This is an optimization exercise on Yosys and OpenROAD, whose aim is small area, not a production implementation.
The RTL was checked by simulation tests, not by an equivalence proof against the original design.
The clock port is modelled as an ideal driver; clocking choices that lean on that would not hold on a real chip.
Power is estimated from default activity; no workload was simulated.

==> design/flow/design.v <==
package com_pkg;
    typedef struct packed {
        logic [1:0]  ctx;
        logic [31:0] data;
    } loop_word_t;
    typedef logic [63:0] cmd_word_t;
    typedef struct packed {
        logic [1:0]  ctx;
        logic [31:0] data;
    } resp_word_t;
    typedef logic [15:0] reg_addr_t;
    typedef logic [15:0] reg_data_t;
endpackage
module sync_fifo #(
    parameter int  DEPTH = 16,
    parameter int  WIDTH = 32
) (
    input  logic             clk,
    input  logic             rst,
    input  logic             i_wr_en,
    input  logic [WIDTH-1:0] i_din,
    input  logic             i_rd_en,
    output logic [WIDTH-1:0] o_dout,
    output logic [DEPTH-1:0] o_head
);
    logic [DEPTH*WIDTH-1:0] mem;         
    logic [DEPTH-1:0]       head;
    assign o_head = head;
    always_ff @(posedge clk) begin
        if (i_wr_en)
            mem <= {mem[(DEPTH-1)*WIDTH-1:0], i_din};
    end
    always_ff @(posedge clk) begin
        if (rst)
            head <= '0;
        else if (i_wr_en && !i_rd_en)
            head <= {head[DEPTH-2:0], ~|head};
        else if (i_rd_en && !i_wr_en)
            head <= head >> 1;
    end
    always_comb begin
        o_dout = '0;
        for (int k = 0; k < DEPTH; k++)
            o_dout = o_dout | (mem[k*WIDTH +: WIDTH] & {WIDTH{head[k]}});
    end
endmodule
module rx_router (
    input  logic [63:0] i_rx_data,
    input  logic        i_rx_valid,
    output logic        o_loop_wr,
    output logic        o_cmd_wr
);
    logic magic_ok;
    assign magic_ok  = i_rx_valid & (i_rx_data[7:0] == 8'h77);
    assign o_loop_wr = magic_ok & (i_rx_data[9:8] == 2'd2);
    assign o_cmd_wr  = magic_ok & (i_rx_data[9:8] == 2'd3);
endmodule
module ctl_regfile (
    input  logic        clk,
    input  logic        rst,
    input  logic        i_cmd_wr,        
    input  logic [63:0] i_cmd,
    output logic [20:0] o_entry
);
    localparam logic [127:0] RW_INIT = 128'h0010_0000_EFCD;
    logic [15:0]  addr;
    logic [15:0]  mask;
    logic [15:0]  value;
    logic         rd;
    logic         rw_hit;
    logic         upt_hit;
    logic         wr_hit;
    logic [127:0] rw;
    logic [15:0]  rw_half;
    assign addr  = i_cmd[31:16];
    assign mask  = i_cmd[47:32];
    assign value = i_cmd[63:48];
    assign rd    = i_cmd[12];
    assign rw_hit  =  addr[15] & (addr[14:4] == '0);
    assign upt_hit = ~addr[15] & (addr[14:3] == 12'h002);
    assign rw_half = rw[addr[3:1]*16 +: 16];
    always_comb begin
        if (!rd)
            o_entry = {3'b001, addr[1:0], addr};
        else if (rw_hit)
            o_entry = {1'b1, addr[3:0], rw_half};
        else if (upt_hit)
            o_entry = {2'b01, addr[2:0], addr};
        else
            o_entry = {3'b000, addr[1:0], addr};
    end
    assign wr_hit = i_cmd_wr & i_cmd[13] & rw_hit;
    always_ff @(posedge clk) begin
        if (rst)
            rw <= RW_INIT;
        else if (wr_hit)
            rw[addr[3:1]*16 +: 16] <= (rw_half & ~mask) | (value & mask);
    end
endmodule
module ctl_engine (
    input  logic        clk,
    input  logic        rst,
    input  logic        i_cmd_valid,
    input  logic [20:0] i_entry,
    input  logic        i_resp_afull,
    output logic        o_cmd_pop,
    output logic        o_resp_wr,       
    output logic [20:0] o_resp,
    output logic        o_resp_pend      
);
    logic [63:0] uptime;
    logic        noop;
    logic        upt;
    logic [15:0] upt_half;
    always_ff @(posedge clk) begin
        if (rst)
            uptime <= '0;
        else
            uptime <= uptime + 64'd1;
    end
    assign noop = ~i_entry[20] & ~i_entry[19] & i_entry[18];
    assign upt  = ~i_entry[20] &  i_entry[19];
    assign upt_half = uptime[i_entry[18:17]*16 +: 16];
    assign o_cmd_pop = i_cmd_valid & ~i_resp_afull;
    assign o_resp_wr = o_cmd_pop & ~noop;
    assign o_resp    = {i_entry[20:16], upt ? upt_half : i_entry[15:0]};
    always_ff @(posedge clk) begin
        if (rst)
            o_resp_pend <= 1'b0;
        else
            o_resp_pend <= o_resp_wr;
    end
endmodule
module tx_arbiter (
    input  logic        clk,
    input  logic        rst,
    input  logic        i_loop_valid,
    input  logic [33:0] i_loop_word,     
    output logic        o_loop_pop,
    input  logic        i_resp_valid,
    input  logic [20:0] i_resp,          
    output logic        o_resp_pop,
    output logic [31:0] o_tx_data,
    output logic [1:0]  o_tx_tag,
    output logic [1:0]  o_tx_ctx,
    output logic        o_tx_valid,
    input  logic        i_tx_ready
);
    logic        take;
    logic        tag0;
    logic        rw;
    logic        upt;
    logic        other;
    logic        ro_const;
    logic [15:0] ro_half;
    logic [31:0] resp_data;
    assign take       = ~o_tx_valid | i_tx_ready;
    assign o_loop_pop = take & i_loop_valid;
    assign o_resp_pop = take & ~i_loop_valid & i_resp_valid;
    assign rw       = i_resp[20];
    assign upt      = ~i_resp[20] & i_resp[19];
    assign other    = ~i_resp[20] & ~i_resp[19];
    assign ro_const = other & (i_resp[15:5] == '0);
    always_comb begin
        case (i_resp[4:1])
            4'd0:    ro_half = 16'hAB89;
            4'd2:    ro_half = 16'(32'd24);
            4'd4:    ro_half = {8'h02, 8'h01};
            default: ro_half = 16'h0;
        endcase
    end
    always_comb begin
        if (rw)
            resp_data = {1'b1, 11'b0, i_resp[19:16], i_resp[15:0]};
        else if (upt)
            resp_data = {11'b0, 2'b10, i_resp[18:16], i_resp[15:0]};
        else
            resp_data = {i_resp[15:0], ro_const ? ro_half : 16'h0};
    end
    always_ff @(posedge clk) begin
        if (rst)
            o_tx_valid <= 1'b0;
        else if (take)
            o_tx_valid <= i_loop_valid | i_resp_valid;
    end
    always_ff @(posedge clk) begin
        if (o_loop_pop) begin
            o_tx_data <= i_loop_word[31:0];
            tag0      <= 1'b0;
            o_tx_ctx  <= i_loop_word[33:32];
        end
        else if (o_resp_pop) begin
            o_tx_data <= resp_data;
            tag0      <= 1'b1;
            o_tx_ctx  <= 2'b00;
        end
    end
    assign o_tx_tag = {1'b1, tag0};      
endmodule
module com_fifo_top (
    input  logic               clk,
    input  logic               rst,
    input  com_pkg::cmd_word_t i_rx_data,
    input  logic               i_rx_valid,
    output logic [31:0]        o_tx_data,
    output logic [1:0]         o_tx_tag,
    output logic [1:0]         o_tx_ctx,
    output logic               o_tx_valid,
    input  logic               i_tx_ready
);
    logic        loop_wr;
    logic        cmd_wr;
    logic [15:0] loop_head;
    logic [33:0] loop_dout;
    logic        loop_valid;
    logic        loop_pop;
    logic [20:0] cmd_entry;
    logic [15:0] cmd_head;
    logic [20:0] cmd_dout;
    logic        cmd_valid;
    logic        cmd_pop;
    logic        resp_wr;
    logic [20:0] resp_din;
    logic        resp_pend;
    logic [12:0] resp_head;
    logic [20:0] resp_dout;
    logic        resp_valid;
    logic        resp_afull;
    logic        resp_pop;
    rx_router u_rx_router (
        .i_rx_data  (i_rx_data),
        .i_rx_valid (i_rx_valid),
        .o_loop_wr  (loop_wr),
        .o_cmd_wr   (cmd_wr)
    );
    sync_fifo #(
        .DEPTH (16),
        .WIDTH (34)
    ) loop_fifo (
        .clk     (clk),
        .rst     (rst),
        .i_wr_en (loop_wr & ~loop_head[16-1]),
        .i_din   ({i_rx_data[11:10], i_rx_data[63:32]}),
        .i_rd_en (loop_pop),
        .o_dout  (loop_dout),
        .o_head  (loop_head)
    );
    assign loop_valid = |loop_head;
    ctl_regfile u_ctl_regfile (
        .clk      (clk),
        .rst      (rst),
        .i_cmd_wr (cmd_wr & ~cmd_head[16-1]),
        .i_cmd    (i_rx_data),
        .o_entry  (cmd_entry)
    );
    sync_fifo #(
        .DEPTH (16),
        .WIDTH (21)
    ) cmd_rx_fifo (
        .clk     (clk),
        .rst     (rst),
        .i_wr_en (cmd_wr & ~cmd_head[16-1]),
        .i_din   (cmd_entry),
        .i_rd_en (cmd_pop),
        .o_dout  (cmd_dout),
        .o_head  (cmd_head)
    );
    assign cmd_valid = |cmd_head;
    ctl_engine u_ctl_engine (
        .clk          (clk),
        .rst          (rst),
        .i_cmd_valid  (cmd_valid),
        .i_entry      (cmd_dout),
        .i_resp_afull (resp_afull),
        .o_cmd_pop    (cmd_pop),
        .o_resp_wr    (resp_wr),
        .o_resp       (resp_din),
        .o_resp_pend  (resp_pend)
    );
    sync_fifo #(
        .DEPTH (12 + 1),
        .WIDTH (21)
    ) resp_fifo (
        .clk     (clk),
        .rst     (rst),
        .i_wr_en (resp_wr),
        .i_din   (resp_din),
        .i_rd_en (resp_pop),
        .o_dout  (resp_dout),
        .o_head  (resp_head)
    );
    assign resp_valid = (|resp_head[12:1]) | (resp_head[0] & ~resp_pend);
    assign resp_afull = resp_head[12] | (resp_head[12-1] & ~resp_pend);
    tx_arbiter u_tx_arbiter (
        .clk          (clk),
        .rst          (rst),
        .i_loop_valid (loop_valid),
        .i_loop_word  (loop_dout),
        .o_loop_pop   (loop_pop),
        .i_resp_valid (resp_valid),
        .i_resp       (resp_dout),
        .o_resp_pop   (resp_pop),
        .o_tx_data    (o_tx_data),
        .o_tx_tag     (o_tx_tag),
        .o_tx_ctx     (o_tx_ctx),
        .o_tx_valid   (o_tx_valid),
        .i_tx_ready   (i_tx_ready)
    );
endmodule
==> design/flow/flow/run.sh <==
#!/bin/bash
# Standard synthesis, then its combinational logic re-mapped by ABC for area (registers untouched),
# then the standard layout from that netlist.
set -euo pipefail
HERE=$PWD
PLAT=$FLOW_HOME/platforms/$FLOW_PLATFORM
LIB=$PLAT/lib/sky130_fd_sc_hd__tt_025C_1v80.lib
YOSYS=$(command -v yosys || echo $FLOW_HOME/../tools/install/yosys/bin/yosys)
RES=$HERE/orfs/results/$FLOW_PLATFORM/com_fifo_top/base

bash standard.sh synth > $HERE/log_1_standard_synth.log 2>&1
cp $RES/1_2_yosys.v $HERE/synth_standard.v
mkdir -p $HERE/std_synth_logs
cp -r $HERE/orfs/logs $HERE/orfs/reports $HERE/std_synth_logs/ 2>/dev/null || true

DU=$(sed -n '/DONT_USE_CELLS/,/^$/p' $PLAT/config.mk | grep -oE "sky130_fd_sc_hd__\w+" | sed 's/^/-dont_use /' | tr '\n' ' ')
sed -e "s#{LIB}#$LIB#g" -e "s#{IN}#$HERE/synth_standard.v#" -e "s#{OUT}#$HERE/synth_remap.v#" \
    -e "s#{TOP}#$FLOW_TOP#" -e "s#{DONT_USE}#$DU#" $HERE/flow/remap.ys > $HERE/remap_run.ys
$YOSYS -q -l $HERE/log_2_remap.log $HERE/remap_run.ys > /dev/null 2>&1

rm -rf $HERE/orfs
bash standard.sh SYNTH_NETLIST_FILES=$HERE/synth_remap.v finish > $HERE/log_3_layout.log 2>&1
==> design/flow/flow/remap.ys <==
# Re-map the combinational logic of the standard synthesis netlist; registers are kept as they are
read_liberty -ignore_miss_func {LIB}
blackbox sky130_fd_sc_hd__df* sky130_fd_sc_hd__edf* sky130_fd_sc_hd__sdf* sky130_fd_sc_hd__sedf* sky130_fd_sc_hd__dl* sky130_fd_sc_hd__sdl* sky130_fd_sc_hd__conb*
read_verilog {IN}
hierarchy -top {TOP}
flatten
opt -purge
abc -liberty {LIB} {DONT_USE}
opt_clean -purge
hilomap -singleton -hicell sky130_fd_sc_hd__conb_1 HI -locell sky130_fd_sc_hd__conb_1 LO
stat -liberty {LIB}
write_verilog -noattr -nohex -nodec {OUT}
==> design/flow/standard.sh <==
#!/bin/bash
# synth_recipe.tcl (not shown) runs the flow's synth.tcl, then flattens the netlist and writes it again
# the make line also repeats each setting of config.mk as NAME=value (left out here)
make -C /OpenROAD-flow-scripts/flow DESIGN_CONFIG=/design/flow/config.mk WORK_HOME=/design/flow/orfs CLKGATE_MAP_FILE= SYNTH_SCRIPT=/design/flow/synth_recipe.tcl "${@:-finish}"
==> design/flow/config.mk <==
export PLATFORM = sky130hd
export DESIGN_NAME = com_fifo_top
export DESIGN_NICKNAME = com_fifo_top
export VERILOG_FILES = /design/flow/design.v
export SDC_FILE = /design/flow/constraint.sdc
export NUM_CORES = 4
export LEC_CHECK = 0
export CAP_MARGIN = 20
export CORE_MARGIN = 2
export CORE_UTILIZATION = 40
export CTS_BUF_LIST = sky130_fd_sc_hd__clkbuf_8
export CTS_CLUSTER_DIAMETER = 50
export CTS_CLUSTER_SIZE = 20
export SLEW_MARGIN = 20
==> design/flow/constraint.sdc <==
create_clock -name core_clock -period 5.5 [get_ports {clk}]
set_input_delay 1.1000 -clock core_clock [delete_from_list [all_inputs] [get_ports {clk}]]
set_output_delay 1.1000 -clock core_clock [all_outputs]
set_load 0.01 [all_outputs]
==> results of run 1 <==
==> through the flow <==
stage	TNS, ns	setup WS (ns)	std cells
6_report	0	1.49	5109
3_3_place_gp	0	1.19	4886
3_5_place_dp	0	1.09	4886
5_1_grt	0	1.31	5107
2_1_floorplan	-4025.55	-7.73	3052
4_1_cts	0	1.64	5106
==> per-layer routing <==
layer / vias to the layer above / global-route usage (%) / wire, um
li1: 13700 / - / -
met4: 4 / 5.60 / 3310
met1: 16000 / 30.7 / 58600
met2: 1752 / 30.1 / 60000
met5: - / 0 / 19
met3: 198 / 4.18 / 14400
==> worst max-delay path: cells and delay by family (launching register included) <==
kind	cells	cell delay (ns)
and+or+nand+nor	4	1.88
AOI/OAI and AO/OA	4	0.98
DFF	1	0.61
buffers and inverters	1	0.34
==> worst min-delay path by stage <==
stage                                       to  slack (ns)
after global placement      loop_fifo.mem[435]        0.43
after floorplan           u_ctl_regfile.rw[36]        0.42
after global routing        resp_fifo.mem[265]        0.43
after CTS                   loop_fifo.mem[514]        0.44
after detailed placement    loop_fifo.mem[417]        0.43
final                       loop_fifo.mem[514]        0.43
==> final cells by class <==
cell class	count	area, um2	area share, %
inverter	15	56.3	0.0978
multi-input combinational	1610	10500	18.2
antenna	3	7.51	0.0130
clock buffer	124	1710	2.96
sequential	1427	40500	70.3
timing repair buffer	184	1710	2.96
tap	1650	2060	3.59
clock inverter	96	1020	1.78
==> power groups by stage <==
| stage | Combinational, uW | Sequential (uW) | Clock, uW |
|---|---|---|---|
| 6_report | 1890 | 12600 | 6700 |
| 5_1_grt | 2020 | 12600 | 7220 |
| 4_1_cts | 1890 | 12600 | 6820 |
| 3_5_place_dp | 1890 | 12800 | 0 |
| 3_3_place_gp | 1880 | 12800 | 0 |
| 2_1_floorplan | 848 | 12800 | 0 |
==> state kept, by name (all words and copies together) (netlist names) <==
name / cells
u_ctl_engine.uptime: 64
resp_fifo.head: 13
u_tx_arbiter.tag0: 1
resp_fifo.mem: 273
u_tx_arbiter.o_tx_valid: 1
loop_fifo.mem: 544
loop_fifo.head: 16
cmd_rx_fifo.mem: 336
u_ctl_regfile.rw: 128
cmd_rx_fifo.head: 16
u_ctl_engine.o_resp_pend: 1
u_tx_arbiter.o_tx_data: 32
u_tx_arbiter.o_tx_ctx: 2
==> flow_summary_export.csv, run 1 <==
group,metric,value,unit
detailed_routing,dr.pass1.iters,10,
min_path,min_path_type,"reg -> reg",
power,seqPwrFrac,59.4,%
placement,gp_congestion,0.805,
power,internal-power,15600,uW
synthesis,synth_nets,3120,
worst_setup_path,cp_cell_sequence,"a222oi_1, nand4_1, nor2_1, a31oi_4, buf_4, nor2_1, nor2_4, a22oi_1, a21oi_1",
sta,fmax,250,MHz
clocking,h-tree-depth,3,
sta,finalCriticalPeriod,4.01,ns
grt,overflow,0,
detailed_routing,drc,0,
power,combPwrFrac,8.9,%
placement,port_buffers,101,
worst_setup_path,reg2reg_from,"cmd_rx_fifo.head[14]",
detailed_routing,wl_per_cell,26.7,um
floorplanning,initial_core_util,40.4,%
detailed_routing,ant_nets,0,
floorplanning,die_width,361,um
detailed_routing,vias_per_cell,6.19,
final_layout,final_common_cell,"edfxtp_1",
synthesis,syn_area,50800,um2
worst_setup_path,critical_path.endpoint,"resp_fifo.head[3]",
worst_setup_path,cpPeakStageDelay,0.81,ns
sta,whs,0.430,ns
worst_setup_path,worst_ep_required_time,6.15,ns
sta,fin_crit_sh,72.8,%
sta,slew_headroom,27.3,%
floorplanning,core_region_area,126000,um2
clocking,cts_buffer_depth,3,
worst_setup_path,crit_top_cell,"nor2_1",
job,drv_cap,0,
worst_setup_path,reg2reg_depth,9,
worst_setup_path,start_kind,"flip-flop",
clocking,path_clk_slew,0.11,ns
worst_setup_path,path_class,"reg -> reg",
grt,grt_pass1_wl,202,mm
worst_setup_path,crit_arrival,4.66,ns
min_path,hold_start,"loop_fifo.mem[480]",
power,total_power,21100,uW
sta,worst_pin_slew,1.09,ns
power,p_leak,0.0178,uW
sta,rsz0062_at_grt,"no",
worst_setup_path,worst-r2r-setup-slack,1.49,ns
grt,grt_pass1_vias,30400,
power,p_per_area,367,nW/um2
final_layout,final_util,45.7,%
run_status,status,"finished clean",
clocking,cts_made_buffers,116,
worst_setup_path,crit_slowest_cell,"nor2_1",
synthesis,synth_cells,3052,
detailed_routing,first_iter_violations,5595,
clocking,clock-sinks,1427,
floorplanning,die_area,130000,um2
synthesis,yosysWarnings,0,
grt,grt_use_total,20.4,%
final_layout,n_fill_cell,11000,
power,switchingPower,5530,uW
worst_setup_path,r2r-end,"resp_fifo.head[3]",
clocking,cts_tree,"done",
clocking,cts_root_buffer,"clkbuf_8",
worst_setup_path,cp_max_fo,27,
grt,grt_max_degree,144,
detailed_routing,via_count,31600,
sta,hold_viol_final,0,
final_layout,final_cell_mix,"edfxtp_1 (1187), a222oi_1 (313), nand2_1 (293), dfxtp_1 (208), a21oi_1 (137)",
sta,finalSetupViolCount,0,
clocking,cts_resized,0,
clocking,post_cts_buffers,0,
worst_setup_path,startpoint,"cmd_rx_fifo.head[14]",
final_layout,area_growth,13.2,%
final_layout,num-nets-final,3422,
final_layout,design_area,57600,um2
floorplanning,ioPinCount,105,
floorplanning,row_count,130,
clocking,clk_latency,0.84,ns
final_layout,layout-drive-gt1-share,10.3,%
power,switching_share,26.2,%
min_path,min_path_cells,0,
placement,dp_hpwl,78.9,mm
clocking,hold_buffers,0,
sta,fin_skew,0.0575,ns
worst_setup_path,end_kind,"flip-flop",
power,vdd_ir_drop_max,225,uV
sta,slew_violations,0,
floorplanning,die_y,361,um
grt,antenna_found_initial,4,
detailed_routing,totalWireLength,136,mm
power,power_frac_clock,31.7,%
placement,placed_cell_area,54800,um2
synthesis,syn_area_per_cell,16.7,um2
==> inputs of run 2 (changes only) <==
--- a/design/flow/design.v
+++ b/design/flow/design.v
@@ -113,9 +113,13 @@
     logic        upt;
     logic [15:0] upt_half;
+    logic [64:0] carry;
+    always_comb begin
+        carry[0] = 1'b1;
+        for (int i = 0; i < 64; i++)
+            carry[i+1] = carry[i] & uptime[i];
+    end
     always_ff @(posedge clk) begin
-        if (rst)
-            uptime <= '0;
-        else
-            uptime <= uptime + 64'd1;
+        for (int i = 0; i < 64; i++)
+            uptime[i] <= ~rst & (uptime[i] ^ carry[i]);
     end
     assign noop = ~i_entry[20] & ~i_entry[19] & i_entry[18];
--- a/design/flow/flow/run.sh
+++ b/design/flow/flow/run.sh
@@ -20,3 +20,3 @@
 
 rm -rf $HERE/orfs
-bash standard.sh SYNTH_NETLIST_FILES=$HERE/synth_remap.v finish > $HERE/log_3_layout.log 2>&1
+bash standard.sh SYNTH_NETLIST_FILES=$HERE/synth_remap.v "BUFFER_PORTS_ARGS=-buffer_cell sky130_fd_sc_hd__buf_1" finish > $HERE/log_3_layout.log 2>&1
--- a/design/flow/config.mk
+++ b/design/flow/config.mk
@@ -8,5 +8,5 @@
 export CAP_MARGIN = 20
 export CORE_MARGIN = 2
-export CORE_UTILIZATION = 40
+export CORE_UTILIZATION = 60
 export CTS_BUF_LIST = sky130_fd_sc_hd__clkbuf_8
 export CTS_CLUSTER_DIAMETER = 50
==> flow_summary_export.csv, run 2 <==
group,metric,value,unit
worst_setup_path,cp_num_buf_inv,0,
clocking,cts_root_buffer,"clkbuf_8",
placement,dp.cells,4384,
power,p_leak,0.0178,uW
grt,grt_use_total,30.7,%
floorplanning,core_region_area,83700,um2
worst_setup_path,crit_slowest_cell,"dfxtp_2",
worst_setup_path,reg2reg_depth,22,
grt,grt_pass1_wl,198,mm
detailed_routing,wl_met1,53.5,mm
synthesis,yosysWarnings,0,
floorplanning,ioPinCount,105,
floorplanning,die_width,295,um
detailed_routing,ant_nets,0,
detailed_routing,vias_per_cell,6.92,
detailed_routing,met2WireLength,60.2,mm
grt,overflow,0,
worst_setup_path,reg2reg_from,"u_ctl_engine.uptime[2]",
clocking,cts_made_buffers,121,
sta,finalCriticalPeriod,5.14,ns
grt,antenna_found_initial,5,
detailed_routing,wl_met3,16.2,mm
floorplanning,die_area,87000,um2
power,p_per_area,355,nW/um2
final_layout,num-nets-final,3445,
power,vdd_ir_drop_max,288,uV
worst_setup_path,start_kind,"flip-flop",
floorplanning,initial_core_util,60.7,%
final_layout,regMostFlops,"loop_fifo.mem",
final_layout,top_regs,"loop_fifo.mem (544), cmd_rx_fifo.mem (336), resp_fifo.mem (273)",
final_layout,largest_register_ffs,544,
worst_setup_path,cpLargestDelayFamily,"simple AND/OR/NAND/NOR gates",
worst_setup_path,cpPeakStageDelay,0.36,ns
final_layout,multi_input_area,10400,um2
sta,finalSetupViolCount,0,
worst_setup_path,r2r-end,"u_ctl_engine.uptime[63]",
placement,dp_hpwl,78.2,mm
final_layout,area_growth,11.6,%
sta,worst_pin_slew,1.09,ns
worst_setup_path,cp_cell_sequence,"and4_1, and4_1, and4_1, and4_4, and4_1, and4_1, and4_1, and4_4, and4_1, and4_1, and4_4, and4_1, and4_1, and4_1, and4_1, and4_1, and4_1, and4_1, and4_1, and4_4, and4_1, nor3_1",
worst_setup_path,end_kind,"flip-flop",
placement,pre_cts_ws,0.144,ns
grt,grt_max_degree,230,
grt,grt_pass1_vias,30800,
final_layout,seqCellArea,40500,um2
detailed_routing,via_count,32000,
clocking,clock-sinks,1427,
run_status,status,"finished clean",
min_path,min_path_type,"reg -> reg",
clocking,path_clk_slew,0.11,ns
detailed_routing,totalWireLength,134,mm
worst_setup_path,worst_ep_required_time,6.18,ns
detailed_routing,top_layer_used,"met5",
sta,fin_crit_sh,93.5,%
clocking,h-tree-depth,3,
final_layout,layout-drive-gt1-share,11.0,%
worst_setup_path,critical_path.endpoint,"u_ctl_engine.uptime[63]",
sta,fin_ws,0.359,ns
floorplanning,row_count,106,
placement,gp_congestion,0.831,
worst_setup_path,cp_max_fo,7,
detailed_routing,dr.pass1.iters,8,
worst_setup_path,path_class,"reg -> reg",
final_layout,final_cells,4619,
detailed_routing,drc,0,
clocking,clk_latency,0.82,ns
final_layout,n_fill_cell,5727,
synthesis,syn_area_per_cell,16.7,um2
sta,hold_viol_final,0,
synthesis,synth_nets,3102,
clocking,cts_tree,"done",
final_layout,final_cell_mix,"edfxtp_1 (1187), a222oi_1 (294), nand2_1 (263), dfxtp_1 (222), a22oi_1 (168)",
worst_setup_path,crit_arrival,5.83,ns
sta,fin_skew,0.0471,ns
placement,port_buffers,101,
clocking,cts_buffer_depth,3,
final_layout,final_common_cell,"edfxtp_1",
sta,slew_headroom,27.2,%
worst_setup_path,startpoint,"u_ctl_engine.uptime[2]",
synthesis,synth_cells,3034,
floorplanning,die_y,295,um
synthesis,syn_area,50800,um2
worst_setup_path,crit_top_cell,"and4_1",
detailed_routing,first_iter_violations,5434,
worst_setup_path,worst-r2r-setup-slack,0.36,ns
worst_setup_path,critical_path_cell_count,22,
sta,fmax,195,MHz
job,drv_cap,0,
detailed_routing,wl_per_cell,29.0,um
clocking,hold_buffers,0,
sta,slew_violations,0,
## run 2: stage by stage
step                area (um2)  utilization (%)  hold slack, ns   TNS [ns]  total power (uW)
floorplan                50800                -           0.420   -7287.65             12800
global placement         53700             64.2           0.429          0             13400
detailed placement       53700             64.2           0.432          0             13400
CTS                      56600             67.6           0.402          0             20200
global route             56700             67.7           0.438  -0.000421             20700
finish                   56700             67.7           0.443          0             20100
## run 2: what timing repair did
| item | 4_1_cts | 5_1_grt |
|---|---|---|
| setup buffers | 0 | 1 |
| resized for setup | 0 | 8 |
| setup endpoints to repair | 0 | 6 |
## run 2: worst min-delay path by stage
stage	start	endpoint	slack [ns]	cells after the start
3_5_place_dp	cmd_rx_fifo.mem[148]	cmd_rx_fifo.mem[169]	0.43	0
6_report	loop_fifo.mem[193]	loop_fifo.mem[227]	0.44	0
3_3_place_gp	resp_fifo.mem[102]	resp_fifo.mem[123]	0.43	0
5_1_grt	i_rx_data[11]	loop_fifo.mem[33]	0.44	1
4_1_cts	i_rx_data[11]	loop_fifo.mem[33]	0.40	1
2_1_floorplan	cmd_rx_fifo.mem[145]	cmd_rx_fifo.mem[166]	0.42	0
## run 2: report_power, final
| part | total [uW] | internal [uW] | switching [uW] |
|---|---|---|---|
| Combinational | 1250 | 327 | 922 |
| Sequential | 12000 | 11900 | 105 |
| Clock | 6890 | 2880 | 4020 |
## run 2: per-layer routing
metal	up-vias	GRT usage (%)
met1	16000	45.7
li1	13600	-
met4	2	9.82
met2	2056	45.6
met3	267	6.68
met5	-	0
## run 2: cell type report
class                      instances  area share (%)
multi-input combinational       1600            18.4
inverter                           7          0.0464
antenna                            3          0.0132
timing repair buffer             220            2.58
tap                             1134            2.50
sequential                      1427            71.4
clock buffer                     125            3.04
clock inverter                   103            2.01
==> inputs of run 3 (changes only) <==
--- a/design/flow/config.mk
+++ b/design/flow/config.mk
@@ -6,9 +6,9 @@
 export NUM_CORES = 4
 export LEC_CHECK = 0
-export CAP_MARGIN = 20
+export CAP_MARGIN = 0
 export CORE_MARGIN = 2
-export CORE_UTILIZATION = 60
+export CORE_UTILIZATION = 40
 export CTS_BUF_LIST = sky130_fd_sc_hd__clkbuf_8
 export CTS_CLUSTER_DIAMETER = 50
 export CTS_CLUSTER_SIZE = 20
-export SLEW_MARGIN = 20
+export SLEW_MARGIN = 0
==> flow_summary_export.csv, run 3 <==
group,metric,value,unit
clocking,h-tree-depth,3,
synthesis,yosysWarnings,0,
sta,rsz0062_at_grt,"no",
final_layout,final_cell_mix,"edfxtp_1 (1187), a222oi_1 (294), nand2_1 (263), dfxtp_1 (223), a22oi_1 (168)",
final_layout,final_common_cell,"edfxtp_1",
sta,slew_headroom,20.4,%
sta,finalSetupViolCount,0,
clocking,clock-sinks,1427,
detailed_routing,totalWireLength,138,mm
worst_setup_path,cpPeakStageDelay,0.37,ns
power,vdd_ir_drop_max,227,uV
sta,fin_skew,0.0787,ns
final_layout,layout-drive-gt1-share,10.7,%
final_layout,design_area,57100,um2
final_layout,num-nets-final,3441,
detailed_routing,ant_nets,0,
worst_setup_path,worst_ep_required_time,6.21,ns
grt,grt_pass1_wl,201,mm
placement,dp_hpwl,80.2,mm
clocking,clk_latency,0.84,ns
synthesis,synth_nets,3102,
final_layout,final_util,45.3,%
clocking,path_clk_slew,0.12,ns
synthesis,syn_area,50800,um2
placement,port_buffers,101,
placement,gp_congestion,0.800,
worst_setup_path,path_class,"reg -> reg",
power,internal-power,14900,uW
clocking,cts_tree,"done",
sta,fin_ws,0.296,ns
grt,grt_max_degree,194,
floorplanning,initial_core_util,40.3,%
worst_setup_path,cp_cell_sequence,"and4_4, and4_4, and4_1, and4_1, and4_1, and4_4, and4_4, and4_1, and4_1, and4_1, and4_1, and4_1, and4_4, and4_1, and4_1, and4_1, and4_1, and4_1, and4_1, and4_4, and4_1, nor3_1",
placement,placed_cell_area,54300,um2
floorplanning,die_width,360,um
detailed_routing,via_count,31200,
detailed_routing,drc,0,
power,combPwrFrac,7.0,%
job,drv_cap,0,
sta,fin_crit_sh,94.6,%
min_path,min_path_type,"reg -> reg",
final_layout,largest_register_ffs,544,
power,switchingPower,5160,uW
worst_setup_path,crit_top_cell,"and4_1",
final_layout,top_regs,"loop_fifo.mem (544), cmd_rx_fifo.mem (336), resp_fifo.mem (273)",
worst_setup_path,crit_arrival,5.91,ns
final_layout,regMostFlops,"loop_fifo.mem",
grt,grt_pass1_vias,29800,
sta,slew_violations,0,
detailed_routing,vias_per_cell,6.10,
worst_setup_path,end_kind,"flip-flop",
power,seqPwrFrac,59.7,%
worst_setup_path,cp_num_buf_inv,0,
floorplanning,die_area,130000,um2
clocking,cts_buffer_depth,3,
synthesis,syn_area_per_cell,16.7,um2
power,total_power,20000,uW
sta,finalCriticalPeriod,5.20,ns
grt,overflow,0,
grt,antenna_found_initial,6,
power,power_frac_clock,33.3,%
power,switching_share,25.8,%
run_status,status,"finished clean",
sta,fmax,192,MHz
power,p_leak,0.0177,uW
clocking,cts_root_buffer,"clkbuf_8",
placement,pre_cts_ws,0.00255,ns
floorplanning,row_count,130,
floorplanning,ioPinCount,105,
grt,grt_use_total,20.5,%
sta,whs,0.410,ns
final_layout,area_growth,12.4,%
power,p_per_area,351,nW/um2
detailed_routing,wl_per_cell,26.9,um
worst_setup_path,cpLargestDelayFamily,"simple AND/OR/NAND/NOR gates",
detailed_routing,dr.pass1.iters,9,
worst_setup_path,crit_slowest_cell,"dfxtp_1",
sta,worst_pin_slew,1.19,ns
sta,hold_viol_final,0,
detailed_routing,first_iter_violations,5823,
floorplanning,core_region_area,126000,um2
worst_setup_path,start_kind,"flip-flop",
clocking,cts_made_buffers,114,
worst_setup_path,cp_max_fo,7,
floorplanning,die_y,360,um
synthesis,synth_cells,3034,
-- run 3: worst paths after layout --
kind,start,to,slack [ns],depth (start not counted)
worst max-delay path,u_ctl_engine.uptime[3],u_ctl_engine.uptime[63],0.30,22
worst min-delay path,cmd_rx_fifo.mem[78],cmd_rx_fifo.mem[99],0.41,0
worst max register to register,u_ctl_engine.uptime[3],u_ctl_engine.uptime[63],0.30,22
worst min register to register,cmd_rx_fifo.mem[78],cmd_rx_fifo.mem[99],0.41,0
-- run 3: worst register-to-register path, cell delays in order (launching register included) --
cell     delay (ns)
dfxtp_1        0.37
and4_4         0.23
and4_4         0.25
and4_1         0.21
and4_1         0.20
and4_1         0.22
and4_4         0.25
and4_4         0.25
and4_1         0.23
and4_1         0.22
and4_1         0.22
and4_1         0.20
and4_1         0.23
and4_4         0.26
and4_1         0.20
and4_1         0.20
and4_1         0.21
and4_1         0.22
and4_1         0.19
and4_1         0.22
and4_4         0.26
and4_1         0.20
nor3_1         0.04
-- run 3: power by group through the flow --
stage          registers [uW]  clock network, uW  logic [uW]
3_5_place_dp            12200                  0        1390
6_report                12000               6680        1400
5_1_grt                 12000               7160        1480
4_1_cts                 12000               6800        1390
2_1_floorplan           12300                  0         581
3_3_place_gp            12200                  0        1380
-- run 3: metal layers --
layer	share of wire, %	vias up	wire [um]	global-route usage (%)
li1	-	13600	-	-
met1	43	15700	58800	31.1
met2	45	1722	61400	30.7
met3	10	184	14400	3.45
met4	2.3	0	3170	5.20
met5	0	-	0	0
-- run 3: what timing repair did --
action / in CTS / in global routing
endpoints found under the setup margin: 3 / 6
gates cloned: 0 / 0
hold buffers: 0 / 0
gates resized for setup: 3 / 7
setup buffers: 0 / 2
endpoints found under the hold margin: 0 / 0
pin swaps: 0 / 9
-- run 3: layout make-up --
class,instances,area [um2]
antenna,4,10.0
clock buffer,116,1600
clock inverter,97,1090
fill,11000,68800
inverter,7,26.3
multi-input combinational,1600,10400
sequential,1427,40500
tap,1650,2060
timing repair buffer,223,1400
-- run 3: stage by stage --
step,cells,TNS [ns]
floorplan,3034,-7287.65
global placement,4905,0
detailed placement,4905,0
CTS,5118,0
global route,5121,0
finish,5124,0
==> inputs of run 4 (changes only) <==
--- a/design/flow/config.mk
+++ b/design/flow/config.mk
@@ -6,5 +6,5 @@
 export NUM_CORES = 4
 export LEC_CHECK = 0
-export CAP_MARGIN = 0
+export CAP_MARGIN = 20
 export CORE_MARGIN = 2
 export CORE_UTILIZATION = 40
@@ -12,3 +12,3 @@
 export CTS_CLUSTER_DIAMETER = 50
 export CTS_CLUSTER_SIZE = 20
-export SLEW_MARGIN = 0
+export SLEW_MARGIN = 20
==> flow_summary_export.csv, run 4 <==
group,metric,value,unit
sta,fmax,192,MHz
final_layout,final_common_cell,"edfxtp_1",
final_layout,largest_register_ffs,544,
final_layout,num-nets-final,3443,
synthesis,yosysWarnings,0,
grt,grt_use_total,20.6,%
clocking,path_clk_slew,0.12,ns
sta,rsz0062_at_grt,"no",
sta,finalSetupTns,0,ns
final_layout,layout-drive-gt1-share,10.8,%
sta,hold_viol_final,0,
min_path,min_path_type,"in -> reg",
placement,gp_congestion,0.800,
worst_setup_path,worst-r2r-setup-slack,0.29,ns
detailed_routing,vias_per_cell,6.11,
placement,pre_cts_ws,0.0133,ns
clocking,cts_made_buffers,116,
detailed_routing,totalWireLength,138,mm
power,vdd_ir_drop_max,209,uV
job,drv_cap,0,
worst_setup_path,start_kind,"flip-flop",
min_path,hold_start,"i_rx_data[11]",
sta,slew_headroom,25.1,%
clocking,h-tree-depth,3,
worst_setup_path,cp_max_fo,7,
final_layout,n_fill_cell,11100,
synthesis,synth_nets,3102,
worst_setup_path,r2r-end,"u_ctl_engine.uptime[63]",
grt,grt_pass1_vias,29800,
worst_setup_path,crit_top_cell,"and4_1",
worst_setup_path,crit_slowest_cell,"dfxtp_1",
sta,worst_pin_slew,1.12,ns
detailed_routing,ant_nets,0,
floorplanning,core_region_area,126000,um2
clocking,clk_latency,0.85,ns
clocking,cts_tree,"done",
sta,fin_ws,0.293,ns
worst_setup_path,cp_cell_sequence,"and4_4, and4_4, and4_1, and4_1, and4_1, and4_4, and4_4, and4_1, and4_1, and4_1, and4_1, and4_1, and4_4, and4_1, and4_1, and4_1, and4_1, and4_1, and4_1, and4_4, and4_1, nor3_1",
clocking,cts_buffer_depth,3,
worst_setup_path,crit_arrival,5.90,ns
detailed_routing,first_iter_violations,5458,
detailed_routing,wl_per_cell,26.8,um
floorplanning,ioPinCount,105,
synthesis,syn_area_per_cell,16.7,um2
sta,slew_violations,0,
min_path,hold_end,"loop_fifo.mem[33]",
clocking,cts_root_buffer,"clkbuf_8",
sta,finalSetupViolCount,0,
power,p_per_area,354,nW/um2
final_layout,final_cells,5127,
worst_setup_path,worst_ep_required_time,6.19,ns
worst_setup_path,cpPeakStageDelay,0.37,ns
grt,grt_max_degree,194,
sta,fin_crit_sh,94.7,%
grt,antenna_found_initial,6,
floorplanning,die_width,360,um
min_path,min_path_cells,1,
final_layout,final_cell_mix,"edfxtp_1 (1187), a222oi_1 (294), nand2_1 (263), dfxtp_1 (223), a22oi_1 (168)",
power,total_power,20300,uW
detailed_routing,via_count,31300,
sta,finalCriticalPeriod,5.21,ns
placement,dp_hpwl,80.3,mm
run_status,status,"finished clean",
grt,grt_pass1_wl,201,mm
detailed_routing,dr.pass1.iters,10,
floorplanning,die_y,360,um
worst_setup_path,reg2reg_from,"u_ctl_engine.uptime[3]",
detailed_routing,drc,0,
synthesis,synth_cells,3034,
placement,dp.cells,4905,
synthesis,syn_area,50800,um2
worst_setup_path,path_class,"reg -> reg",
placement,port_buffers,101,
final_layout,area_growth,12.6,%
sta,fin_skew,0.0742,ns
final_layout,regMostFlops,"loop_fifo.mem",
worst_setup_path,reg2reg_depth,22,
final_layout,top_regs,"loop_fifo.mem (544), cmd_rx_fifo.mem (336), resp_fifo.mem (273)",
floorplanning,die_area,130000,um2
clocking,hold_buffers,0,
worst_setup_path,end_kind,"flip-flop",
clocking,clock-sinks,1427,
grt,overflow,0,
floorplanning,row_count,130,
floorplanning,initial_core_util,40.3,%
power,p_leak,0.0177,uW
-- run 4: changes by cell type in the layout (fill, tap and decap cells not counted), moves of 2 or more --
cell and delta:
clkinv_2 -5, clkbuf_8 +3, diode_2 -3, inv_8 +3, inv_12 +2, inv_6 +2
-- run 4: power by group --
group | leakage (uW) | internal (uW) | switching (uW)
clock | 0.00141 | 2770 | 4130
combinational | 0.00382 | 334 | 1060
sequential | 0.0125 | 11900 | 99.1
total | 0.0177 | 15000 | 5290
-- run 4: what timing repair did --
item,in CTS,in global routing
pin swaps,0,8
setup buffers,0,2
endpoints found under the setup margin,2,6
resized for setup,4,4
-- run 4: area by class of cell --
cell class	count	area, um2	share of cell area, %
diodes	1	2.50	0.00437
multi-input cells	1600	10400	18.2
flip-flops and latches	1427	40500	70.7
well taps	1650	2060	3.61
clock buffers	119	1640	2.86
repair buffers	223	1400	2.45
clock inverters	100	1180	2.06
inverters	7	26.3	0.0459
-- run 4: worst max-delay path, delay by kind of cell, from the launching register on --
family / cells / cell delay [ns]
and+or+nand+nor: 22 / 4.67
DFF: 1 / 0.37
-- run 4: through the flow --
stage,instance area [um2],hold WS (ns),utilization [%]
detailed placement,54400,0.431,43.2
global placement,54300,0.427,43.2
global route,57200,0.344,45.4
finish,57200,0.403,45.4
CTS,57200,0.324,45.4
floorplan,50800,0.420,-
-- run 4: layer usage --
metal / track usage [%] / wire (um) / vias up
met3: 3.98 / 14800 / 203
met2: 30.6 / 61500 / 1719
li1: - / - / 13600
met5: 0 / 13 / -
met1: 30.7 / 58000 / 15800
met4: 5.83 / 3320 / 2
-- run 4: worst max-delay path by stage --
| stage | cells past startpoint | slack [ns] | to | start |
|---|---|---|---|---|
| finish | 22 | 0.29 | u_ctl_engine.uptime[63] | u_ctl_engine.uptime[3] |
| global route | 22 | 0.01 | u_ctl_engine.uptime[63] | u_ctl_engine.uptime[2] |
| CTS | 22 | 0.02 | u_ctl_engine.uptime[63] | u_ctl_engine.uptime[2] |
| detailed placement | 22 | 0.01 | u_ctl_engine.uptime[63] | u_ctl_engine.uptime[2] |
| global placement | 22 | 0.08 | u_ctl_engine.uptime[63] | u_ctl_engine.uptime[2] |
| floorplan | 3 | -10.0 | loop_fifo.mem[0] | i_rx_data[4] |
==> inputs of run 5 (changes only) <==
--- a/design/flow/flow/run.sh
+++ b/design/flow/flow/run.sh
@@ -20,3 +20,3 @@
 
 rm -rf $HERE/orfs
-bash standard.sh SYNTH_NETLIST_FILES=$HERE/synth_remap.v "BUFFER_PORTS_ARGS=-buffer_cell sky130_fd_sc_hd__buf_1" finish > $HERE/log_3_layout.log 2>&1
+bash standard.sh SYNTH_NETLIST_FILES=$HERE/synth_remap.v "BUFFER_PORTS_ARGS=-buffer_cell sky130_fd_sc_hd__buf_1" RECOVER_POWER=100 finish > $HERE/log_3_layout.log 2>&1
==> flow_summary_export.csv, run 5 <==
group,metric,value,unit
detailed_routing,met2WireLength,61.3,mm
grt,overflow,0,
final_layout,largest_register_ffs,544,
synthesis,synth_nets,3102,
floorplanning,core_region_area,126000,um2
power,vdd_ir_drop_max,208,uV
detailed_routing,dr.pass1.iters,9,
sta,hold_viol_final,0,
clocking,cts_buffer_depth,3,
power,total_power,20200,uW
sta,whs,0.404,ns
floorplanning,die_y,360,um
detailed_routing,wl_met3,15.1,mm
final_layout,num-nets-final,3443,
detailed_routing,first_iter_violations,5632,
final_layout,design_area,56900,um2
floorplanning,initial_core_util,40.3,%
synthesis,synth_cells,3034,
sta,fmax,189,MHz
detailed_routing,vias_per_cell,6.11,
clocking,hold_buffers,0,
worst_setup_path,end_kind,"flip-flop",
synthesis,syn_area,50800,um2
synthesis,syn_area_per_cell,16.7,um2
final_layout,regMostFlops,"loop_fifo.mem",
run_status,so_faults,"capacitance limit, slew limit",
sta,worst_pin_slew,4.05,ns
final_layout,top_regs,"loop_fifo.mem (544), cmd_rx_fifo.mem (336), resp_fifo.mem (273)",
power,p_per_area,355,nW/um2
placement,dp_hpwl,80.3,mm
clocking,cts_root_buffer,"clkbuf_8",
clocking,clk_latency,0.86,ns
placement,gp_congestion,0.800,
sta,fin_crit_sh,96.2,%
grt,antenna_found_initial,6,
grt,grt_max_degree,194,
job,drv_cap,12,
detailed_routing,wl_per_cell,26.8,um
placement,port_buffers,101,
power,p_leak,0.0176,uW
sta,rsz0062_at_grt,"no",
sta,slew_violations,856,
sta,finalCriticalPeriod,5.29,ns
floorplanning,die_width,360,um
detailed_routing,wl_met1,57.7,mm
final_layout,final_util,45.2,%
floorplanning,row_count,130,
clocking,path_clk_slew,0.11,ns
min_path,min_path_type,"reg -> reg",
worst_setup_path,worst_ep_required_time,5.97,ns
final_layout,n_fill_cell,11100,
clocking,h-tree-depth,3,
worst_setup_path,crit_arrival,5.76,ns
placement,placed_cell_area,54400,um2
clocking,clock-sinks,1427,
clocking,cts_made_buffers,116,
final_layout,layout-drive-gt1-share,9.70,%
sta,finalSetupViolCount,0,
floorplanning,die_area,130000,um2
run_status,status,"complete, but fails checks",
sta,fin_skew,0.0795,ns
detailed_routing,drc,0,
detailed_routing,totalWireLength,138,mm
worst_setup_path,cp_max_fo,135,
detailed_routing,ant_nets,0,
final_layout,final_common_cell,"edfxtp_1",
grt,grt_pass1_wl,201,mm
detailed_routing,via_count,31300,
sta,slew_headroom,-170,%
detailed_routing,top_layer_used,"met5",
grt,grt_use_total,20.6,%
clocking,cts_tree,"done",
synthesis,yosysWarnings,0,
worst_setup_path,start_kind,"flip-flop",
final_layout,final_cell_mix,"edfxtp_1 (1187), a222oi_1 (294), nand2_1 (263), dfxtp_1 (225), a22oi_1 (168)",
worst_setup_path,path_class,"reg -> reg",
final_layout,area_growth,12.1,%
floorplanning,ioPinCount,105,
grt,grt_pass1_vias,29800,
run 5: changes by cell type in the layout (fill, tap and decap cells not counted), moves of 4 or more:
cell | before | now
buf_1 | 99 | 71
buf_12 | 8 | 1
buf_4 | 114 | 86
clkbuf_1 | 0 | 54
clkbuf_2 | 1 | 5
clkbuf_4 | 1 | 6
nor2_1 | 121 | 125
o21ai_0 | 95 | 155
o21ai_1 | 62 | 2
run 5: path summary, 6_finish.rpt:
| kind | start | to | slack, ns | cells after the start |
|---|---|---|---|---|
| max | cmd_rx_fifo.head[11] | resp_fifo.mem[137] | 0.21 | 8 |
| min reg2reg | cmd_rx_fifo.mem[92] | cmd_rx_fifo.mem[113] | 0.40 | 0 |
| min | cmd_rx_fifo.mem[92] | cmd_rx_fifo.mem[113] | 0.40 | 0 |
| max reg2reg | cmd_rx_fifo.head[11] | resp_fifo.mem[137] | 0.21 | 8 |
run 5: report_power, final:
| group | internal (uW) | switching [uW] | leakage [uW] |
|---|---|---|---|
| logic | 321 | 1060 | 0.00369 |
| registers | 11900 | 100 | 0.0125 |
| clock network | 2770 | 4120 | 0.00141 |
run 5: final cells by class:
class,count,area [um2],share of cell area (%)
flip-flops and latches,1427,40500,71.1
diodes,1,2.50,0.00439
multi-input cells,1600,10400,18.2
well taps,1650,2060,3.63
clock inverters,100,1180,2.07
repair buffers,223,1200,2.12
inverters,7,26.3,0.0461
clock buffers,119,1640,2.88
run 5: worst max-delay path, stage by stage, from the launching register on:
cell and delay [ns]:
dfxtp_1 0.57, clkbuf_1 1.25, a22oi_1 0.26, nand4_1 0.17, nor2_1 0.16, clkinv_1 0.09
o31a_2 0.19, clkbuf_4 1.34, clkbuf_4 0.78
run 5: layer usage:
layer  track usage, %  vias up
met5                0        -
met4             5.83        2
met3             3.98      202
met2             30.6     1799
met1             30.7    15700
li1                 -    13600
run 5: per-stage QoR:
stage	std cells	TNS (ns)	worst slack (ns)
2_1_floorplan	3034	-7287.65	-10.0
3_3_place_gp	4905	0	0.0794
3_5_place_dp	4905	0	0.0133
4_1_cts	5124	0	0.0165
5_1_grt	5127	0	0.0354
6_report	5127	0	0.209
run 5: what timing repair did:
action | 4_1_cts | 5_1_grt
pin swaps | 0 | 8
endpoints found under the setup margin | 2 | 6
resized for setup | 4 | 4
setup buffers | 0 | 2
gates cloned | 0 | 0
==> inputs of run 6 (changes only) <==
--- a/design/flow/design.v
+++ b/design/flow/design.v
@@ -113,13 +113,9 @@
     logic        upt;
     logic [15:0] upt_half;
-    logic [64:0] carry;
-    always_comb begin
-        carry[0] = 1'b1;
-        for (int i = 0; i < 64; i++)
-            carry[i+1] = carry[i] & uptime[i];
-    end
     always_ff @(posedge clk) begin
-        for (int i = 0; i < 64; i++)
-            uptime[i] <= ~rst & (uptime[i] ^ carry[i]);
+        if (rst)
+            uptime <= '0;
+        else
+            uptime <= uptime + 64'd1;
     end
     assign noop = ~i_entry[20] & ~i_entry[19] & i_entry[18];
--- a/design/flow/flow/run.sh
+++ b/design/flow/flow/run.sh
@@ -20,3 +20,3 @@
 
 rm -rf $HERE/orfs
-bash standard.sh SYNTH_NETLIST_FILES=$HERE/synth_remap.v "BUFFER_PORTS_ARGS=-buffer_cell sky130_fd_sc_hd__buf_1" RECOVER_POWER=100 finish > $HERE/log_3_layout.log 2>&1
+bash standard.sh SYNTH_NETLIST_FILES=$HERE/synth_remap.v "BUFFER_PORTS_ARGS=-buffer_cell sky130_fd_sc_hd__buf_1" finish > $HERE/log_3_layout.log 2>&1
--- a/design/flow/config.mk
+++ b/design/flow/config.mk
@@ -6,9 +6,9 @@
 export NUM_CORES = 4
 export LEC_CHECK = 0
-export CAP_MARGIN = 20
+export CAP_MARGIN = 0
 export CORE_MARGIN = 2
 export CORE_UTILIZATION = 40
-export CTS_BUF_LIST = sky130_fd_sc_hd__clkbuf_8
+export CTS_BUF_LIST = sky130_fd_sc_hd__clkbuf_4 sky130_fd_sc_hd__clkbuf_8 sky130_fd_sc_hd__clkbuf_16
 export CTS_CLUSTER_DIAMETER = 50
 export CTS_CLUSTER_SIZE = 20
-export SLEW_MARGIN = 20
+export SLEW_MARGIN = 0
==> flow_summary_export.csv, run 6 <==
group,metric,value,unit
final_layout,n_fill_cell,10900,
sta,worst_pin_slew,1.16,ns
final_layout,final_cells,5133,
grt,grt_pass1_wl,202,mm
clocking,clk_latency,0.75,ns
placement,gp_congestion,0.795,
detailed_routing,wl_per_cell,26.7,um
final_layout,final_cell_mix,"edfxtp_1 (1187), a222oi_1 (313), nand2_1 (293), dfxtp_1 (207), a21oi_1 (137)",
worst_setup_path,cpPeakStageDelay,0.90,ns
detailed_routing,totalWireLength,137,mm
detailed_routing,first_iter_violations,5507,
worst_setup_path,end_kind,"flip-flop",
sta,slew_headroom,22.3,%
grt,antenna_found_initial,4,
floorplanning,initial_core_util,40.4,%
clocking,hold_buffers,0,
floorplanning,die_width,361,um
floorplanning,die_area,130000,um2
min_path,min_path_type,"reg -> reg",
sta,fin_skew,0.0333,ns
worst_setup_path,crit_slowest_cell,"dfxtp_2",
final_layout,final_util,46.7,%
synthesis,yosysWarnings,0,
floorplanning,core_region_area,126000,um2
power,p_leak,0.0184,uW
detailed_routing,ant_nets,0,
worst_setup_path,crit_top_cell,"nor4_1",
synthesis,synth_cells,3052,
clocking,h-tree-depth,4,
worst_setup_path,worst_ep_required_time,5.85,ns
sta,finalCriticalPeriod,4.08,ns
placement,pre_cts_ws,1.28,ns
power,vdd_ir_drop_max,305,uV
sta,fin_crit_sh,74.1,%
clocking,cts_buffer_depth,3,
final_layout,final_common_cell,"edfxtp_1",
floorplanning,die_y,361,um
sta,slew_violations,0,
final_layout,multi_input_area,10500,um2
clocking,cts_root_buffer,"clkbuf_16",
detailed_routing,via_count,31900,
clocking,cts_resized,0,
sta,fmax,245,MHz
synthesis,syn_area,50800,um2
clocking,post_cts_buffers,0,
sta,whs,0.435,ns
worst_setup_path,path_class,"reg -> reg",
final_layout,seqCellArea,40500,um2
power,p_per_area,406,nW/um2
clocking,path_clk_slew,0.08,ns
run_status,status,"finished clean",
floorplanning,row_count,130,
job,drv_cap,0,
final_layout,num-nets-final,3441,
worst_setup_path,cp_max_fo,89,
synthesis,synth_nets,3120,
sta,finalSetupViolCount,0,
final_layout,layout-drive-gt1-share,11.0,%
clocking,cts_tree,"done",
grt,grt_pass1_vias,30400,
floorplanning,ioPinCount,105,
clocking,clock-sinks,1427,
grt,overflow,0,
placement,dp_hpwl,79.6,mm
detailed_routing,vias_per_cell,6.21,
worst_setup_path,crit_arrival,4.43,ns
worst_setup_path,cp_cell_sequence,"nor4_1, nand3_1, nor4_1, or3_1, a31oi_4, buf_12, buf_4",
synthesis,syn_area_per_cell,16.7,um2
final_layout,area_growth,15.6,%
sta,fin_ws,1.42,ns
detailed_routing,dr.pass1.iters,9,
grt,grt_use_total,20.5,%
sta,hold_viol_final,0,
clocking,cts_made_buffers,130,
final_layout,regMostFlops,"loop_fifo.mem",
grt,grt_max_degree,169,
final_layout,largest_register_ffs,544,
sta,rsz0062_at_grt,"no",
detailed_routing,drc,0,
final_layout,top_regs,"loop_fifo.mem (544), cmd_rx_fifo.mem (336), resp_fifo.mem (273)",
placement,dp.cells,4891,
placement,port_buffers,101,
worst_setup_path,start_kind,"flip-flop",
-- run 6: cell count changes in the layout (fill, tap and decap cells not counted), moves of 39 or more --
cell,before,now
a22oi_1,168,126
clkbuf_1,54,0
clkbuf_16,0,136
clkbuf_8,119,2
nor2_1,125,86
o21ai_0,155,32
o21ai_1,2,116
-- run 6: final cells by class --
type                            instances  area share [%]
Tap cell                             1650            3.51
Sequential cell                      1427            68.9
Inverter                               15          0.0958
Timing Repair Buffer                  189            1.91
Clock inverter                         95            1.75
Multi-Input combinational cell       1610            17.9
Antenna cell                            1         0.00426
Clock buffer                          146            5.94
-- run 6: per-layer routing --
metal  up-vias  global-route usage [%]  share of wire (%)
met5         -                       0                  0
li1      13700                       -                  -
met4         0                    5.36                1.9
met1     16100                    31.0                 43
met3       179                    3.83                 11
met2      1796                    30.5                 45
-- run 6: final timing paths --
kind	startpoint	end	slack, ns	depth (start not counted)
min reg2reg	loop_fifo.mem[466]	loop_fifo.mem[500]	0.43	0
max	cmd_rx_fifo.head[14]	resp_fifo.mem[84]	1.42	7
min	loop_fifo.mem[466]	loop_fifo.mem[500]	0.43	0
max reg2reg	cmd_rx_fifo.head[14]	resp_fifo.mem[84]	1.42	7
-- run 6: power breakdown --
group	switching (uW)	internal (uW)
sequential	252	12300
clock	4340	5140
combinational	1360	438
total	5950	17900
-- run 6: critical path: cells and delay by family, from the launching register on --
family / cells / cell delay [ns]
buffers and inverters: 2 / 1.12
flip-flops: 1 / 0.90
AO/OA/AOI/OAI: 1 / 0.76
AND/OR/NAND/NOR: 4 / 0.84
-- run 6: stage by stage --
step | TNS, ns | cell area [um2] | power, uW
after floorplan | -4025.55 | 51000 | 13700
after global placement | 0 | 54200 | 14600
after detailed placement | 0 | 54200 | 14600
after CTS | 0 | 58800 | 24000
after global routing | 0 | 58800 | 24500
final | 0 | 58800 | 23800
==> inputs of run 7 (changes only) <==
--- a/design/flow/flow/run.sh
+++ b/design/flow/flow/run.sh
@@ -1,5 +1,5 @@
 #!/bin/bash
 # Standard synthesis, then its combinational logic re-mapped by ABC for area (registers untouched),
-# then the standard layout from that netlist.
+# then the standard layout from that netlist, with the clock tree trimmed after CTS (clk_downsize.tcl).
 set -euo pipefail
 HERE=$PWD
@@ -20,3 +20,3 @@
 
 rm -rf $HERE/orfs
-bash standard.sh SYNTH_NETLIST_FILES=$HERE/synth_remap.v "BUFFER_PORTS_ARGS=-buffer_cell sky130_fd_sc_hd__buf_1" finish > $HERE/log_3_layout.log 2>&1
+bash standard.sh SYNTH_NETLIST_FILES=$HERE/synth_remap.v "BUFFER_PORTS_ARGS=-buffer_cell sky130_fd_sc_hd__buf_1" POST_CTS_TCL=$HERE/flow/clk_downsize.tcl finish > $HERE/log_3_layout.log 2>&1
==> design/flow/flow/clk_downsize.tcl (new file) <==
# Post-CTS: downsize the clock tree buffers as far as the flip-flop clock-pin slew allows, and
# drop the dummy loads CTS added for balancing. Sizes are only ever lowered; placement is
# legalised again afterwards.
set ::cds_sizes {sky130_fd_sc_hd__clkbuf_1 sky130_fd_sc_hd__clkbuf_2 sky130_fd_sc_hd__clkbuf_4 sky130_fd_sc_hd__clkbuf_8 sky130_fd_sc_hd__clkbuf_16}
set ::cds_limit 0.105

proc cds_sink_pins {inst} {
  # Flip-flop clock pins reached from this buffer
  set out [get_pins -of_objects $inst -filter "direction == output"]
  set net [get_nets -of_objects $out]
  set res {}
  foreach p [get_pins -of_objects $net -filter "direction == input"] {
    set c [get_cells -of_objects $p]
    if {[string match "sky130_fd_sc_hd__clkbuf_*" [get_property $c ref_name]]} {
      set res [concat $res [cds_sink_pins $c]]
    } else {
      lappend res $p
    }
  }
  return $res
}

proc cds_max_slew {pins} {
  set mx 0
  foreach p $pins {
    set s [get_property $p slew_max]
    if {$s > $mx} { set mx $s }
  }
  return $mx
}

estimate_parasitics -placement



# Dummy loads
set removed 0
foreach inst [get_cells clkload*] {
  set out [get_pins -of_objects $inst -filter "direction == output"]
  set net [get_nets -quiet -of_objects $out]
  if {$net == "" || [llength [get_pins -quiet -of_objects $net -filter "direction == input"]] == 0} {
    delete_instance $inst
    incr removed
  }
}
puts "clk_downsize: removed $removed dummy loads"
estimate_parasitics -placement

set changed 0
set area_saved 0.0
foreach inst [get_cells clkbuf_*] {
  set master [get_property $inst ref_name]
  set idx [lsearch $::cds_sizes $master]
  if {$idx <= 0} { continue }
  set sinks [cds_sink_pins $inst]
  for {set j 0} {$j < $idx} {incr j} {
    set cand [lindex $::cds_sizes $j]
    replace_cell $inst $cand
    estimate_parasitics -placement
    if {[cds_max_slew $sinks] <= $::cds_limit} {
      incr changed
      break
    }
    replace_cell $inst $master
    estimate_parasitics -placement
  }
}
puts "clk_downsize: downsized $changed buffers"
estimate_parasitics -placement

detailed_placement
check_placement -verbose
--- a/design/flow/config.mk
+++ b/design/flow/config.mk
@@ -9,6 +9,6 @@
 export CORE_MARGIN = 2
 export CORE_UTILIZATION = 40
-export CTS_BUF_LIST = sky130_fd_sc_hd__clkbuf_4 sky130_fd_sc_hd__clkbuf_8 sky130_fd_sc_hd__clkbuf_16
-export CTS_CLUSTER_DIAMETER = 50
-export CTS_CLUSTER_SIZE = 20
+export CTS_BUF_LIST = sky130_fd_sc_hd__clkbuf_8
+export CTS_CLUSTER_DIAMETER = 35
+export CTS_CLUSTER_SIZE = 12
 export SLEW_MARGIN = 0
==> flow_summary_export.csv, run 7 <==
group,metric,value,unit
final_layout,num-nets-final,3675,
synthesis,syn_area_per_cell,16.7,um2
detailed_routing,ant_nets,0,
final_layout,layout-drive-gt1-share,9.38,%
synthesis,yosysWarnings,0,
placement,port_buffers,101,
final_layout,top_regs,"loop_fifo.mem (544), cmd_rx_fifo.mem (336), resp_fifo.mem (273)",
grt,grt_use_total,20.7,%
grt,grt_pass1_wl,203,mm
detailed_routing,wl_per_cell,26.8,um
floorplanning,ioPinCount,105,
synthesis,synth_nets,3120,
min_path,min_path_cells,8,
floorplanning,initial_core_util,40.4,%
clocking,clock-sinks,1427,
worst_setup_path,end_kind,"flip-flop",
final_layout,design_area,57600,um2
grt,grt_max_degree,169,
worst_setup_path,critical_path_cell_count,15,
min_path,min_path_type,"in -> reg",
detailed_routing,via_count,32700,
worst_setup_path,worst_ep_required_time,8.07,ns
worst_setup_path,reg2reg_depth,7,
sta,slew_headroom,-55.6,%
final_layout,area_growth,13.3,%
worst_setup_path,cp_max_fo,15,
worst_setup_path,start_kind,"input port",
run_status,status,"complete, but fails checks",
power,total_power,19700,uW
clocking,path_clk_slew,0.10,ns
placement,placed_cell_area,54200,um2
detailed_routing,drc,0,
final_layout,final_cell_mix,"edfxtp_1 (1187), a222oi_1 (313), nand2_1 (293), dfxtp_1 (207), dlygate4sd3_1 (170)",
worst_setup_path,crit_slowest_cell,"dlygate4sd3_1",
sta,fin_crit_sh,87.5,%
sta,rsz0062_at_grt,"no",
worst_setup_path,path_class,"in -> reg",
final_layout,n_fill_cell,11200,
worst_setup_path,cpPeakStageDelay,0.79,ns
worst_setup_path,cp_num_buf_inv,8,
clocking,clk_latency,2.61,ns
power,p_leak,0.0179,uW
sta,hold_viol_final,0,
sta,finalSetupViolCount,0,
power,vdd_ir_drop_max,268,uV
placement,gp_congestion,0.795,
run_status,so_faults,"capacitance limit, slew limit",
sta,fmax,208,MHz
sta,fin_skew,0.243,ns
detailed_routing,totalWireLength,141,mm
clocking,cts_tree,"done",
floorplanning,die_area,130000,um2
final_layout,regMostFlops,"loop_fifo.mem",
sta,worst_pin_slew,2.33,ns
synthesis,syn_area,50800,um2
floorplanning,row_count,130,
final_layout,final_util,45.8,%
grt,antenna_found_initial,6,
grt,overflow,0,
worst_setup_path,crit_top_cell,"dlygate4sd3_1",
detailed_routing,vias_per_cell,6.21,
sta,finalCriticalPeriod,4.82,ns
job,drv_cap,1,
power,p_per_area,342,nW/um2
detailed_routing,first_iter_violations,5453,
worst_setup_path,cpLargestDelayFamily,"buffers and inverters",
floorplanning,die_width,361,um
final_layout,largest_register_ffs,544,
detailed_routing,dr.pass1.iters,10,
worst_setup_path,cp_cell_sequence,"dlygate4sd3_1, buf_1, dlygate4sd3_1, nor4_2, dlygate4sd3_1, dlygate4sd3_1, nand2_1, nor2_4, and4_2, dlygate4sd3_1, nor2b_4, nand2_2, dlygate4sd3_1, o21ai_1, dlygate4sd3_1",
final_layout,final_common_cell,"edfxtp_1",
grt,grt_pass1_vias,30600,
worst_setup_path,crit_arrival,7.38,ns
placement,dp_hpwl,79.6,mm
floorplanning,die_y,361,um
final_layout,seqCellArea,40500,um2
final_layout,multi_input_area,10500,um2
sta,slew_violations,20,
floorplanning,core_region_area,126000,um2
synthesis,synth_cells,3052,
==> run 7: cell types whose count changed in the layout (fill, tap and decap cells not counted), moves of 8 or more <==
cell	previous run	this run
inv_8	15	0
clkinv_2	12	0
bufinv_16	8	0
clkbuf_4	9	119
clkinv_8	8	0
clkbuf_16	136	0
clkbuf_8	2	42
dlygate4sd3_1	0	170
inv_6	20	0
clkinvlp_4	12	0
clkbuf_2	1	29
clkinv_4	13	0
==> run 7: cell type report <==
| type | count | area share [%] |
|---|---|---|
| sequential | 1427 | 70.3 |
| multi-input combinational | 1610 | 18.2 |
| timing repair buffer | 360 | 4.93 |
| tap | 1650 | 3.58 |
| clock buffer | 193 | 2.82 |
| inverter | 15 | 0.0977 |
| antenna | 7 | 0.0304 |
==> run 7: worst min-delay path, delay by kind of cell <==
kind | cells | cell delay [ns]
compound gates | 1 | 0.05
simple gates | 4 | 0.38
buf+inv | 3 | 1.12
==> run 7: worst paths after layout <==
kind,endpoint,start,slack [ns]
setup reg to reg,resp_fifo.mem[169],cmd_rx_fifo.head[14],1.32
hold reg to reg,cmd_rx_fifo.mem[200],cmd_rx_fifo.mem[179],0.28
hold / removal,u_ctl_regfile.rw[1],i_rx_data[17],0.19
setup / recovery,u_ctl_regfile.rw[63],i_rx_data[3],0.68
==> run 7: routing by layer <==
layer / track usage [%] / share of wire (%) / up-vias
li1: - / - / 14100
met1: 30.8 / 42 / 16400
met2: 30.6 / 44 / 1894
met3: 4.25 / 11 / 229
met4: 6.35 / 2.4 / 0
met5: 0 / 0 / -
==> run 7: through the flow <==
stage,setup WS (ns),hold WS [ns],TNS [ns],instances
after floorplan,-7.73,0.418,-4025.55,3052
after global placement,1.29,0.427,0,4891
after detailed placement,1.28,0.432,0,4891
after global routing,0.750,-0.0112,0,5261
final,0.685,0.185,0,5262
==> run 7: power by group <==
group          total (uW)  switching [uW]  internal, uW
Combinational        1910            1390           517
Sequential          12500             250         12300
Clock                5230            3420          1800
Total               19700            5060         14600

-- what the ideal ports hide --
Ports are ideal in the flow. The routed layouts listed here were re-timed in OpenROAD.
Step 1, drivers: a clkbuf_16 drives clk and a buf_2 each remaining input, both assumed.
Step 2 times the ports against the registers' clock, not the clock port: input delays grow and output delays shrink by t, the midpoint of the rising clock arrivals with the driver on.
a / b / c = no drivers / after step 1 / after step 2; a / b = the first two.
run | t, ns | setup WS [ns] | worst setup path after step 2 | latest minus earliest clock arrival (ns) | cell pins on the clock port's net
run 1 | 0.888 | 1.493 / 1.493 / 1.061 | input to register | 0.064 / 0.064 | 1
run 2 | 0.863 | 0.359 / 0.359 / 0.359 | register to register | 0.050 / 0.049 | 1
run 3 | 0.869 | 0.296 / 0.296 / 0.296 | register to register | 0.079 / 0.080 | 1
run 4 | 0.885 | 0.293 / 0.293 / 0.293 | register to register | 0.079 / 0.079 | 1
run 5 | 0.887 | 0.209 / 0.209 / -0.437 | input to register | 0.080 / 0.080 | 1
run 6 | 0.810 | 1.422 / 1.422 / 1.245 | input to register | 0.039 / 0.039 | 1
run 7 | 2.541 | 0.685 / 0.747 / -1.794 | input to register | 0.319 / 0.318 | 1
The setup slack of run 7, which loses most, moves by +0.062 ns with the drivers and by -2.479 ns with both steps.
